This design comes from an exercise in tuning for small area, a short achievable clock period and few clock cycles per item on the open sky130 flow, not from production work.
Function was checked by simulation only, so behaviour that the tests miss may differ from the original.

==> design/flow/design.v <==
`default_nettype none
package tpcs_pkg;
    localparam int PLATE_WIDTH_DEF  = 256;
    localparam int PLATE_HEIGHT_DEF = 256;
    localparam int RAW_W      = 10;
    localparam int PRESS_W    = 12;
    localparam int POS_W      = 16;
    localparam int ALPHA_W    = 9;
    localparam int INV_W      = 2;
    localparam int CFG_IDX_W  = 3;
    localparam int CFG_DATA_W = 12;
    localparam int Q_W       = 24;   
    localparam int DIFF_W    = 12;   
    localparam int MAG_W     = 11;   
    localparam int MUL_A_W   = 12;
    localparam int MUL_B_W   = 25;
    localparam int PROD_W    = 37;
    localparam int SCALED_W  = 22;   
    localparam int DVD_W     = 35;   
    localparam int DIV_STEPS = 35;
    localparam int DIV_CNT_W = 6;
    localparam logic signed [Q_W-1:0] Q_MAX = 24'sh7FFFFF;
    localparam logic signed [Q_W-1:0] Q_MIN = -24'sh800000;
    localparam logic [ALPHA_W-1:0]    ALPHA_ONE = 9'd256;
    localparam logic [CFG_IDX_W-1:0] CFG_MIN_PRESSURE = 3'd0;
    localparam logic [CFG_IDX_W-1:0] CFG_RAW_X_MIN    = 3'd1;
    localparam logic [CFG_IDX_W-1:0] CFG_RAW_X_MAX    = 3'd2;
    localparam logic [CFG_IDX_W-1:0] CFG_RAW_Y_MIN    = 3'd3;
    localparam logic [CFG_IDX_W-1:0] CFG_RAW_Y_MAX    = 3'd4;
    localparam logic [CFG_IDX_W-1:0] CFG_INVERT_MASK  = 3'd5;
    localparam logic [CFG_IDX_W-1:0] CFG_FILTER_ALPHA = 3'd6;
    localparam logic [PRESS_W-1:0] MIN_PRESSURE_RST = 12'd10;
    localparam logic [RAW_W-1:0]   RAW_MIN_RST      = 10'd0;
    localparam logic [RAW_W-1:0]   RAW_MAX_RST      = 10'd1023;
    localparam logic [INV_W-1:0]   INVERT_RST       = 2'd0;
    localparam logic [ALPHA_W-1:0] ALPHA_RST        = 9'd64;
    typedef enum logic [2:0] {
        ST_IDLE,
        ST_MAP,
        ST_DIV,
        ST_FIX,
        ST_SEED,
        ST_BLEND_A,
        ST_BLEND_B,
        ST_WRITE
    } t_state;
endpackage
`default_nettype wire
`default_nettype none
module touch_position_calibrate_smooth_unit #(
    parameter int PLATE_WIDTH  = tpcs_pkg::PLATE_WIDTH_DEF,
    parameter int PLATE_HEIGHT = tpcs_pkg::PLATE_HEIGHT_DEF
) (
    input  logic                                i_clk,
    input  logic                                i_rst_n,
    input  logic                                i_valid,
    output logic                                     o_stall,
    input  logic [tpcs_pkg::RAW_W-1:0]          i_raw_x,
    input  logic [tpcs_pkg::RAW_W-1:0]          i_raw_y,
    input  logic [tpcs_pkg::PRESS_W-1:0]        i_pressure,
    output logic                                     o_valid,
    input  logic                                i_stall,
    output logic                                     o_valid_res,
    output logic signed [tpcs_pkg::POS_W-1:0]        o_pos_x,
    output logic signed [tpcs_pkg::POS_W-1:0]        o_pos_y,
    input  logic                                i_cfg_we,
    input  logic [tpcs_pkg::CFG_IDX_W-1:0]      i_cfg_idx,
    input  logic [tpcs_pkg::CFG_DATA_W-1:0]     i_cfg_data
);
    localparam int Q_W    = tpcs_pkg::Q_W;
    localparam int PROD_W = tpcs_pkg::PROD_W;
    localparam logic signed [tpcs_pkg::MUL_B_W-1:0] X_SCALE = 25'(PLATE_WIDTH);
    localparam logic signed [tpcs_pkg::MUL_B_W-1:0] Y_SCALE = 25'(PLATE_HEIGHT);
    localparam logic signed [PROD_W-1:0] X_OFFSET = 37'(PLATE_WIDTH * 2048);
    localparam logic signed [PROD_W-1:0] Y_OFFSET = 37'(PLATE_HEIGHT * 2048);
    function automatic logic signed [Q_W-1:0] sat_q(input logic signed [PROD_W-1:0] v);
        logic signed [Q_W-1:0] r;
        if (v > 37'(tpcs_pkg::Q_MAX)) begin
            r = tpcs_pkg::Q_MAX;
        end else if (v < 37'(tpcs_pkg::Q_MIN)) begin
            r = tpcs_pkg::Q_MIN;
        end else begin
            r = v[Q_W-1:0];
        end
        sat_q = r;
    endfunction
    function automatic logic signed [tpcs_pkg::POS_W-1:0] round_pos(
        input logic signed [Q_W-1:0] s
    );
        logic signed [Q_W:0]   t;
        logic signed [16:0]    p;
        logic signed [tpcs_pkg::POS_W-1:0] r;
        t = 25'(s) + 25'sd128;
        p = t[Q_W:8];
        if (p > 17'sd32767) begin
            r = 16'sh7FFF;
        end else if (p < -17'sd32768) begin
            r = -16'sh8000;
        end else begin
            r = p[15:0];
        end
        round_pos = r;
    endfunction
    logic [tpcs_pkg::PRESS_W-1:0] r_min_pressure;
    logic [tpcs_pkg::RAW_W-1:0]   r_x_min;
    logic [tpcs_pkg::RAW_W-1:0]   r_x_max;
    logic [tpcs_pkg::RAW_W-1:0]   r_y_min;
    logic [tpcs_pkg::RAW_W-1:0]   r_y_max;
    logic [tpcs_pkg::INV_W-1:0]   r_invert;
    logic [tpcs_pkg::ALPHA_W-1:0] r_alpha;
    tpcs_pkg::t_state r_state;
    tpcs_pkg::t_state n_state;
    logic [tpcs_pkg::RAW_W-1:0]     r_raw_x;
    logic [tpcs_pkg::RAW_W-1:0]     r_raw_y;
    logic                           r_touch;
    logic                           r_axis;
    logic                           r_neg;
    logic [tpcs_pkg::MAG_W-1:0]     r_dmag;
    logic [tpcs_pkg::MAG_W-1:0]     r_rem;
    logic [tpcs_pkg::DVD_W-1:0]     r_dvd;
    logic [tpcs_pkg::DIV_CNT_W-1:0] r_cnt;
    logic signed [Q_W-1:0]          r_map_x;
    logic signed [Q_W-1:0]          r_map_y;
    logic signed [Q_W-1:0]          r_smooth_x;
    logic signed [Q_W-1:0]          r_smooth_y;
    logic                           r_primed;
    logic signed [PROD_W-1:0]       r_acc;
    logic                             r_out_valid;
    logic                             r_out_valid_res;
    logic signed [tpcs_pkg::POS_W-1:0] r_out_pos_x;
    logic signed [tpcs_pkg::POS_W-1:0] r_out_pos_y;
    logic                               accept;
    logic                               out_free;
    logic [tpcs_pkg::RAW_W-1:0]         sel_raw;
    logic [tpcs_pkg::RAW_W-1:0]         sel_lo;
    logic [tpcs_pkg::RAW_W-1:0]         sel_hi;
    logic                               sel_inv;
    logic signed [tpcs_pkg::MUL_B_W-1:0] sel_scale;
    logic signed [PROD_W-1:0]           sel_offset;
    logic signed [Q_W-1:0]              sel_map;
    logic signed [Q_W-1:0]              sel_smooth;
    logic signed [tpcs_pkg::DIFF_W-1:0] d;
    logic signed [tpcs_pkg::DIFF_W-1:0] den;
    logic signed [tpcs_pkg::DIFF_W-1:0] num;
    logic [tpcs_pkg::MAG_W-1:0]         num_mag;
    logic [tpcs_pkg::MAG_W-1:0]         den_mag;
    logic                               den_zero;
    logic [tpcs_pkg::ALPHA_W-1:0]       alpha_eff;
    logic signed [tpcs_pkg::MUL_A_W-1:0] mul_a;
    logic signed [tpcs_pkg::MUL_B_W-1:0] mul_b;
    logic signed [PROD_W-1:0]           mul_p;
    logic [tpcs_pkg::DIFF_W:0]          div_diff;
    logic                               div_ge;
    logic [tpcs_pkg::DVD_W:0]           q_inc;
    logic signed [PROD_W-1:0]           q_signed;
    logic signed [Q_W-1:0]              fix_val;
    logic signed [PROD_W-1:0]           blend_sum;
    logic signed [Q_W-1:0]              blend_val;
    assign accept   = i_valid && !o_stall;
    assign out_free = !r_out_valid || !i_stall;
    always_comb begin
        if (r_axis) begin
            sel_raw    = r_raw_y;
            sel_lo     = r_y_min;
            sel_hi     = r_y_max;
            sel_inv    = r_invert[1];
            sel_scale  = Y_SCALE;
            sel_offset = Y_OFFSET;
            sel_map    = r_map_y;
            sel_smooth = r_smooth_y;
        end else begin
            sel_raw    = r_raw_x;
            sel_lo     = r_x_min;
            sel_hi     = r_x_max;
            sel_inv    = r_invert[0];
            sel_scale  = X_SCALE;
            sel_offset = X_OFFSET;
            sel_map    = r_map_x;
            sel_smooth = r_smooth_x;
        end
    end
    assign d        = $signed({2'b00, sel_raw}) - $signed({2'b00, sel_lo});
    assign den      = $signed({2'b00, sel_hi}) - $signed({2'b00, sel_lo});
    assign num      = sel_inv ? (den - d) : d;
    assign num_mag  = num[tpcs_pkg::DIFF_W-1] ? 11'(-num) : num[tpcs_pkg::MAG_W-1:0];
    assign den_mag  = den[tpcs_pkg::DIFF_W-1] ? 11'(-den) : den[tpcs_pkg::MAG_W-1:0];
    assign den_zero = (den == '0);
    assign alpha_eff = (r_alpha > tpcs_pkg::ALPHA_ONE) ? tpcs_pkg::ALPHA_ONE : r_alpha;
    always_comb begin
        case (r_state)
            tpcs_pkg::ST_BLEND_A: begin
                mul_a = $signed({3'b000, alpha_eff});
                mul_b = 25'(sel_map);
            end
            tpcs_pkg::ST_BLEND_B: begin
                mul_a = $signed({3'b000, tpcs_pkg::ALPHA_ONE - alpha_eff});
                mul_b = 25'(sel_smooth);
            end
            default: begin
                mul_a = $signed({1'b0, num_mag});
                mul_b = sel_scale;
            end
        endcase
    end
    assign mul_p = mul_a * mul_b;
    assign div_diff = {1'b0, r_rem, r_dvd[tpcs_pkg::DVD_W-1]} - {2'b00, r_dmag};
    assign div_ge   = !div_diff[tpcs_pkg::DIFF_W];
    assign q_inc    = {1'b0, r_dvd} + 36'd1;
    assign q_signed = r_neg ? -$signed({2'b00, q_inc[tpcs_pkg::DVD_W:1]})
                            :  $signed({2'b00, q_inc[tpcs_pkg::DVD_W:1]});
    assign fix_val  = sat_q(q_signed - sel_offset);
    assign blend_sum = r_acc + mul_p + 37'sd128;
    assign blend_val = sat_q(blend_sum >>> 8);
    always_comb begin
        n_state = r_state;
        o_stall = (r_state != tpcs_pkg::ST_IDLE);
        case (r_state)
            tpcs_pkg::ST_IDLE: begin
                if (i_valid) begin
                    n_state = (i_pressure >= r_min_pressure) ? tpcs_pkg::ST_MAP
                                                             : tpcs_pkg::ST_WRITE;
                end
            end
            tpcs_pkg::ST_MAP: begin
                if (!den_zero) begin
                    n_state = tpcs_pkg::ST_DIV;
                end else if (!r_axis) begin
                    n_state = tpcs_pkg::ST_MAP;
                end else begin
                    n_state = r_primed ? tpcs_pkg::ST_BLEND_A : tpcs_pkg::ST_SEED;
                end
            end
            tpcs_pkg::ST_DIV: begin
                if (r_cnt == '0) begin
                    n_state = tpcs_pkg::ST_FIX;
                end
            end
            tpcs_pkg::ST_FIX: begin
                if (!r_axis) begin
                    n_state = tpcs_pkg::ST_MAP;
                end else begin
                    n_state = r_primed ? tpcs_pkg::ST_BLEND_A : tpcs_pkg::ST_SEED;
                end
            end
            tpcs_pkg::ST_SEED: begin
                n_state = tpcs_pkg::ST_WRITE;
            end
            tpcs_pkg::ST_BLEND_A: begin
                n_state = tpcs_pkg::ST_BLEND_B;
            end
            tpcs_pkg::ST_BLEND_B: begin
                n_state = r_axis ? tpcs_pkg::ST_WRITE : tpcs_pkg::ST_BLEND_A;
            end
            tpcs_pkg::ST_WRITE: begin
                if (out_free) begin
                    n_state = tpcs_pkg::ST_IDLE;
                end
            end
            default: begin
                n_state = tpcs_pkg::ST_IDLE;
            end
        endcase
    end
    always_ff @(posedge i_clk) begin
        if (!i_rst_n) begin
            r_state <= tpcs_pkg::ST_IDLE;
        end else begin
            r_state <= n_state;
        end
    end
    always_ff @(posedge i_clk) begin
        if (!i_rst_n) begin
            r_min_pressure <= tpcs_pkg::MIN_PRESSURE_RST;
            r_x_min        <= tpcs_pkg::RAW_MIN_RST;
            r_x_max        <= tpcs_pkg::RAW_MAX_RST;
            r_y_min        <= tpcs_pkg::RAW_MIN_RST;
            r_y_max        <= tpcs_pkg::RAW_MAX_RST;
            r_invert       <= tpcs_pkg::INVERT_RST;
            r_alpha        <= tpcs_pkg::ALPHA_RST;
        end else if (i_cfg_we) begin
            case (i_cfg_idx)
                tpcs_pkg::CFG_MIN_PRESSURE: r_min_pressure <= i_cfg_data;
                tpcs_pkg::CFG_RAW_X_MIN:    r_x_min  <= i_cfg_data[tpcs_pkg::RAW_W-1:0];
                tpcs_pkg::CFG_RAW_X_MAX:    r_x_max  <= i_cfg_data[tpcs_pkg::RAW_W-1:0];
                tpcs_pkg::CFG_RAW_Y_MIN:    r_y_min  <= i_cfg_data[tpcs_pkg::RAW_W-1:0];
                tpcs_pkg::CFG_RAW_Y_MAX:    r_y_max  <= i_cfg_data[tpcs_pkg::RAW_W-1:0];
                tpcs_pkg::CFG_INVERT_MASK:  r_invert <= i_cfg_data[tpcs_pkg::INV_W-1:0];
                tpcs_pkg::CFG_FILTER_ALPHA: r_alpha  <= i_cfg_data[tpcs_pkg::ALPHA_W-1:0];
                default: begin
                end
            endcase
        end
    end
    always_ff @(posedge i_clk) begin
        if (!i_rst_n) begin
            r_smooth_x <= '0;
            r_smooth_y <= '0;
            r_primed   <= 1'b0;
        end else begin
            case (r_state)
                tpcs_pkg::ST_SEED: begin
                    r_smooth_x <= r_map_x;
                    r_smooth_y <= r_map_y;
                    r_primed   <= 1'b1;
                end
                tpcs_pkg::ST_BLEND_B: begin
                    if (r_axis) begin
                        r_smooth_y <= blend_val;
                    end else begin
                        r_smooth_x <= blend_val;
                    end
                end
                default: begin
                end
            endcase
        end
    end
    always_ff @(posedge i_clk) begin
        case (r_state)
            tpcs_pkg::ST_IDLE: begin
                if (accept) begin
                    r_raw_x <= i_raw_x;
                    r_raw_y <= i_raw_y;
                    r_touch <= (i_pressure >= r_min_pressure);
                    r_axis  <= 1'b0;
                end
            end
            tpcs_pkg::ST_MAP: begin
                if (den_zero) begin
                    if (r_axis) begin
                        r_map_y <= '0;
                    end else begin
                        r_map_x <= '0;
                    end
                    r_axis <= ~r_axis;
                end else begin
                    r_dvd  <= {mul_p[tpcs_pkg::SCALED_W-1:0], 13'd0};
                    r_rem  <= '0;
                    r_dmag <= den_mag;
                    r_neg  <= num[tpcs_pkg::DIFF_W-1] ^ den[tpcs_pkg::DIFF_W-1];
                    r_cnt  <= 6'(tpcs_pkg::DIV_STEPS - 1);
                end
            end
            tpcs_pkg::ST_DIV: begin
                r_rem <= div_ge ? div_diff[tpcs_pkg::MAG_W-1:0]
                                : {r_rem[tpcs_pkg::MAG_W-2:0], r_dvd[tpcs_pkg::DVD_W-1]};
                r_dvd <= {r_dvd[tpcs_pkg::DVD_W-2:0], div_ge};
                r_cnt <= r_cnt - 6'd1;
            end
            tpcs_pkg::ST_FIX: begin
                if (r_axis) begin
                    r_map_y <= fix_val;
                end else begin
                    r_map_x <= fix_val;
                end
                r_axis <= ~r_axis;
            end
            tpcs_pkg::ST_BLEND_A: begin
                r_acc <= mul_p;
            end
            tpcs_pkg::ST_BLEND_B: begin
                r_axis <= ~r_axis;
            end
            default: begin
            end
        endcase
    end
    always_ff @(posedge i_clk) begin
        if (!i_rst_n) begin
            r_out_valid <= 1'b0;
        end else if (r_state == tpcs_pkg::ST_WRITE && out_free) begin
            r_out_valid <= 1'b1;
        end else if (!i_stall) begin
            r_out_valid <= 1'b0;
        end
    end
    always_ff @(posedge i_clk) begin
        if (r_state == tpcs_pkg::ST_WRITE && out_free) begin
            r_out_valid_res <= r_touch;
            r_out_pos_x     <= r_touch ? round_pos(r_smooth_x) : '0;
            r_out_pos_y     <= r_touch ? round_pos(r_smooth_y) : '0;
        end
    end
    assign o_valid     = r_out_valid;
    assign o_valid_res = r_out_valid_res;
    assign o_pos_x     = r_out_pos_x;
    assign o_pos_y     = r_out_pos_y;
endmodule
`default_nettype wire
==> design/flow/run.sh <==
#!/bin/bash
# synth_recipe.tcl (not shown) runs the flow's synth.tcl, then flattens the netlist and writes it again
# the make line also repeats each setting of config.mk as NAME=value (left out here)
make -C /OpenROAD-flow-scripts/flow DESIGN_CONFIG=/design/flow/config.mk WORK_HOME=/design/flow/orfs CLKGATE_MAP_FILE= SYNTH_SCRIPT=/design/flow/synth_recipe.tcl finish
==> design/flow/config.mk <==
export PLATFORM = sky130hd
export DESIGN_NAME = touch_position_calibrate_smooth_unit
export DESIGN_NICKNAME = touch_position_calibrate_smooth_unit
export VERILOG_FILES = /design/flow/design.v
export SDC_FILE = /design/flow/constraint.sdc
export NUM_CORES = 4
export LEC_CHECK = 0
export CAP_MARGIN = 20
export CORE_MARGIN = 2
export CORE_UTILIZATION = 40
export SLEW_MARGIN = 20
==> design/flow/constraint.sdc <==
create_clock -name core_clock -period 13.0 [get_ports {i_clk}]
set_input_delay 2.6000 -clock core_clock [delete_from_list [all_inputs] [get_ports {i_clk}]]
set_output_delay 2.6000 -clock core_clock [all_outputs]
set_load 0.01 [all_outputs]
==> impl_metrics.yaml <==
status:
  outcome: "complete, no violations"
cells_and_area:
  mostFrequentLayoutCell: "nand2_1"
  layout-drive-gt1-share: 0.08057
  fin_util: 0.4581
  nets: 3932
  fill_cells: 7123
  area_delta_synth_final_pct: 13.06
  final_cell_mix: "nand2_1, inv_1, fa_1"
  diodes: 0
  finish.instance_area_um2: 34220
synth:
  synth_seq_cells: 320
  synth_compound_gate_area_share: 0.1350
  synth_xor_xnor_area_share: 0.06239
  synthMuxAreaShare: 0.03477
  async_reset_ff_frac: 0
  avgSynthCellArea_um2: 9.116
  ys_warn_count: 1
  synth_edf_count: 204
  ys_types: 99
  synth_area_um2: 30260
  syn_inst: 3320
  synth-simple-area-share: 0.1752
  synthAdderAreaFrac: 0.2455
  synth_top_family_by_area: "adder cells"
  ys_seq_area_frac: 0.2791
  synth_top_flop_cell: "edfxtp_1"
sta:
  hold_violations: 0
  max_slew_margin: 0.2688
  clock_skew_ns: 0.01590
  fmax_mhz: 80.87
  finalSetupViolCount: 0
  period_needed_ns: 12.37
  period_share: 0.9512
  tightest_slew_ns: 1.097
  slew_viol_final: 0
worst_hold_path:
  worstHoldPathType: "reg2reg"
placed_design:
  place.detailed.hpwl_um: 63850
  port_buffers: 86
  placed_area_um2: 32500
  gp_congestion: 0.9007
routing:
  route.detailed.drc: 0
  wl_per_cell_um: 18.71
  dr.pass1.iters: 5
  vias_per_cell: 5.396
  antenna_left: 0
  drt_iter0_drc: 1855
  drt-total-wl_um: 82910
  dr_total_vias: 23920
clocking:
  clock_path_buffers: 3
  htreeDepth: 2
  cts_buffers: 40
  path_clk_slew_ns: 0.06
  clock-sinks: 320
  cts_tree: "done"
  clock-root-buffer: "clkbuf_16"
  clock_latency_ns: 0.57
worst_setup_path:
  crit_path_frequent_cell: "fa_1"
  end_kind: "flip-flop"
  r2r_setup_slack_ns: 0.63
  worst_ep_required_time_ns: 13.48
  arrival_ns: 12.85
  critPathKind: "reg2reg"
  critical-path-top-delay-family: "adder cells"
  worst-path-buf-inv: 5
  critPathMaxStageDelay_ns: 0.59
  cpMaxStageDelayCell: "fa_1"
  worstPathMaxFanout: 22
  worstSetupStartpointType: "flip-flop"
global_routing:
  grt_util_all_layers: 0.2136
  grt_pass1_vias: 23420
  grt_max_degree: 84
  grt_pass1_wl_um: 131600
  grt.overflow.total: 0
  antenna_found_initial: 5
floorplan:
  rows: 100
  core_um2: 74700
  die_w_um: 279.1
  start_util: 0.4052
  die_y_um: 279.1
  die_area_um2: 77880
  ioPinCount: 87
job:
  max_cap_viol_count: 0
cells by family after synthesis:
kind of cell | Yosys count
AND/OR/NAND/NOR | 1080
buffers and inverters | 535
flip-flops | 320
other | 2
XOR/XNOR | 210
adder cells (fa/ha/maj) | 450
AO/OA/AOI/OAI | 621
multiplexers | 102
Yosys cell counts, types with 7 or more instances:
cell / count / area [um^2]
a211oi_1: 9 / 67.56
a21boi_0: 60 / 450.4
a21o_1: 41 / 307.8
a21oi_1: 126 / 630.6
a21oi_2: 18 / 157.7
a22oi_1: 21 / 157.7
a31oi_1: 49 / 306.5
a32oi_1: 7 / 61.31
and2_1: 72 / 450.4
and3_1: 46 / 287.8
and4_1: 12 / 105.1
buf_1: 17 / 63.81
buf_2: 14 / 70.07
clkbuf_1: 100 / 375.4
dfxtp_1: 116 / 2322
edfxtp_1: 204 / 6126
fa_1: 240 / 4805
ha_1: 209 / 2615
inv_1: 397 / 1490
mux2_2: 25 / 281.5
mux2i_1: 77 / 770.7
nand2_1: 487 / 1828
nand2b_1: 21 / 131.4
nand3_1: 84 / 420.4
nand3b_1: 7 / 52.55
nand4_1: 33 / 206.5
nor2_1: 140 / 525.5
nor2b_1: 40 / 250.2
nor3_1: 37 / 185.2
nor3b_1: 7 / 52.55
nor4_1: 15 / 93.84
o211ai_1: 12 / 90.09
o21a_1: 21 / 157.7
o21ai_0: 131 / 655.6
o21bai_1: 17 / 127.6
o22ai_1: 24 / 150.1
o31ai_1: 17 / 127.6
or2_2: 11 / 68.82
or3_1: 20 / 125.1
xnor2_1: 147 / 1287
xor2_1: 59 / 516.8
path summary, 6_finish.rpt:
| check | from | end | cells past startpoint |
|---|---|---|---|
| max | r_axis | r_smooth_y[18] | 50 |
| min | r_min_pressure[7] | r_min_pressure[7] | 2 |
| max reg2reg | r_axis | r_smooth_y[18] | 50 |
| min reg2reg | r_min_pressure[7] | r_min_pressure[7] | 2 |
metrics by stage:
step                      hold WS, ns  std cells    TNS, ns  worst slack [ns]
after global placement         0.4474       4341          0            0.1412
after global routing           0.4906       4432  -0.002218         -0.002218
after detailed placement       0.4550       4342     -2.144           -0.1280
final                          0.4653       4432          0            0.6344
after CTS                      0.4681       4416          0           0.01688
after floorplan                0.4351       3367          0           0.02308
registers in the layout, indices dropped and copies added (netlist names), 3 cells and up:
name            cells
r_acc              37
r_dvd              35
r_map_x            24
r_map_y            24
r_smooth_x         24
r_smooth_y         24
r_out_pos_x        16
r_out_pos_y        16
r_min_pressure     12
r_dmag             11
r_rem              11
r_raw_x            10
r_raw_y            10
r_x_max            10
r_x_min            10
r_y_max            10
r_y_min            10
r_alpha             9
r_cnt               6
r_state             3
layout make-up:
cell class / count / area (um^2) / area share
clock buffer: 51 / 1129 / 0.03298
clock inverter: 23 / 251.5 / 0.007350
inverter: 398 / 1494 / 0.04366
multi-input combinational: 2512 / 20200 / 0.5903
sequential: 320 / 8448 / 0.2469
tap: 969 / 1212 / 0.03543
timing repair buffer: 159 / 1485 / 0.04340
worst reg2reg max path: cells and delay by family (launching register included):
family	cells	cell delay (ns)
AO/OA/AOI/OAI	18	3.63
XOR/XNOR	3	0.53
adder cells (fa/ha/maj)	11	4.45
buffers and inverters	5	0.54
flip-flops	1	0.45
multiplexers	1	0.39
AND/OR/NAND/NOR	12	2.32
per-layer routing:
metal,vias to the layer above,part of all wire,GRT usage
met5,-,0.00035,0
met4,4,0.022,0.05404
met3,120,0.071,0.04326
met2,615,0.44,0.3256
met1,11680,0.47,0.3085
li1,11500,-,-
repair_timing:
item	in CTS	in global routing
pin swaps	0	10
gates resized for setup	3	43
buffers inserted	0	14
hold buffers	0	0
cloned	0	1
setup endpoints to repair	42	48
Testbench counts, summed over its fixed seeds: cycles 119,404, items 1,600.

-- port drivers added, routing unchanged --
How much do the figures lean on ideal ports? The routed layout below was timed once more, with nothing changed but the port constraints. Step 1 sets driving cells, clkbuf_16 on the clock port and buf_2 on the other inputs (assumed; they add their load-dependent delay and slew). Step 2 adds t to the input delays and takes it off the output delays; t is the mean of the earliest and latest rising clock arrival at the registers after step 1. Input paths then give back, and output paths get back, about the clock's delay inside the block. Slacks: ideal / step 1 / step 2; pairs: ideal / step 1.
t, ns: 0.618
slack for setup (ns): 0.634 / 0.634 / 0.634
worst hold slack (ns): 0.465 / 0.465 / 0.465
worst setup path at the end: register to register
worst data-port slew with drivers (ns): 0.06
After both steps this run still meets setup and hold. The setup slack of this run moves by 0.000 ns with the drivers and by 0.000 ns with both steps.
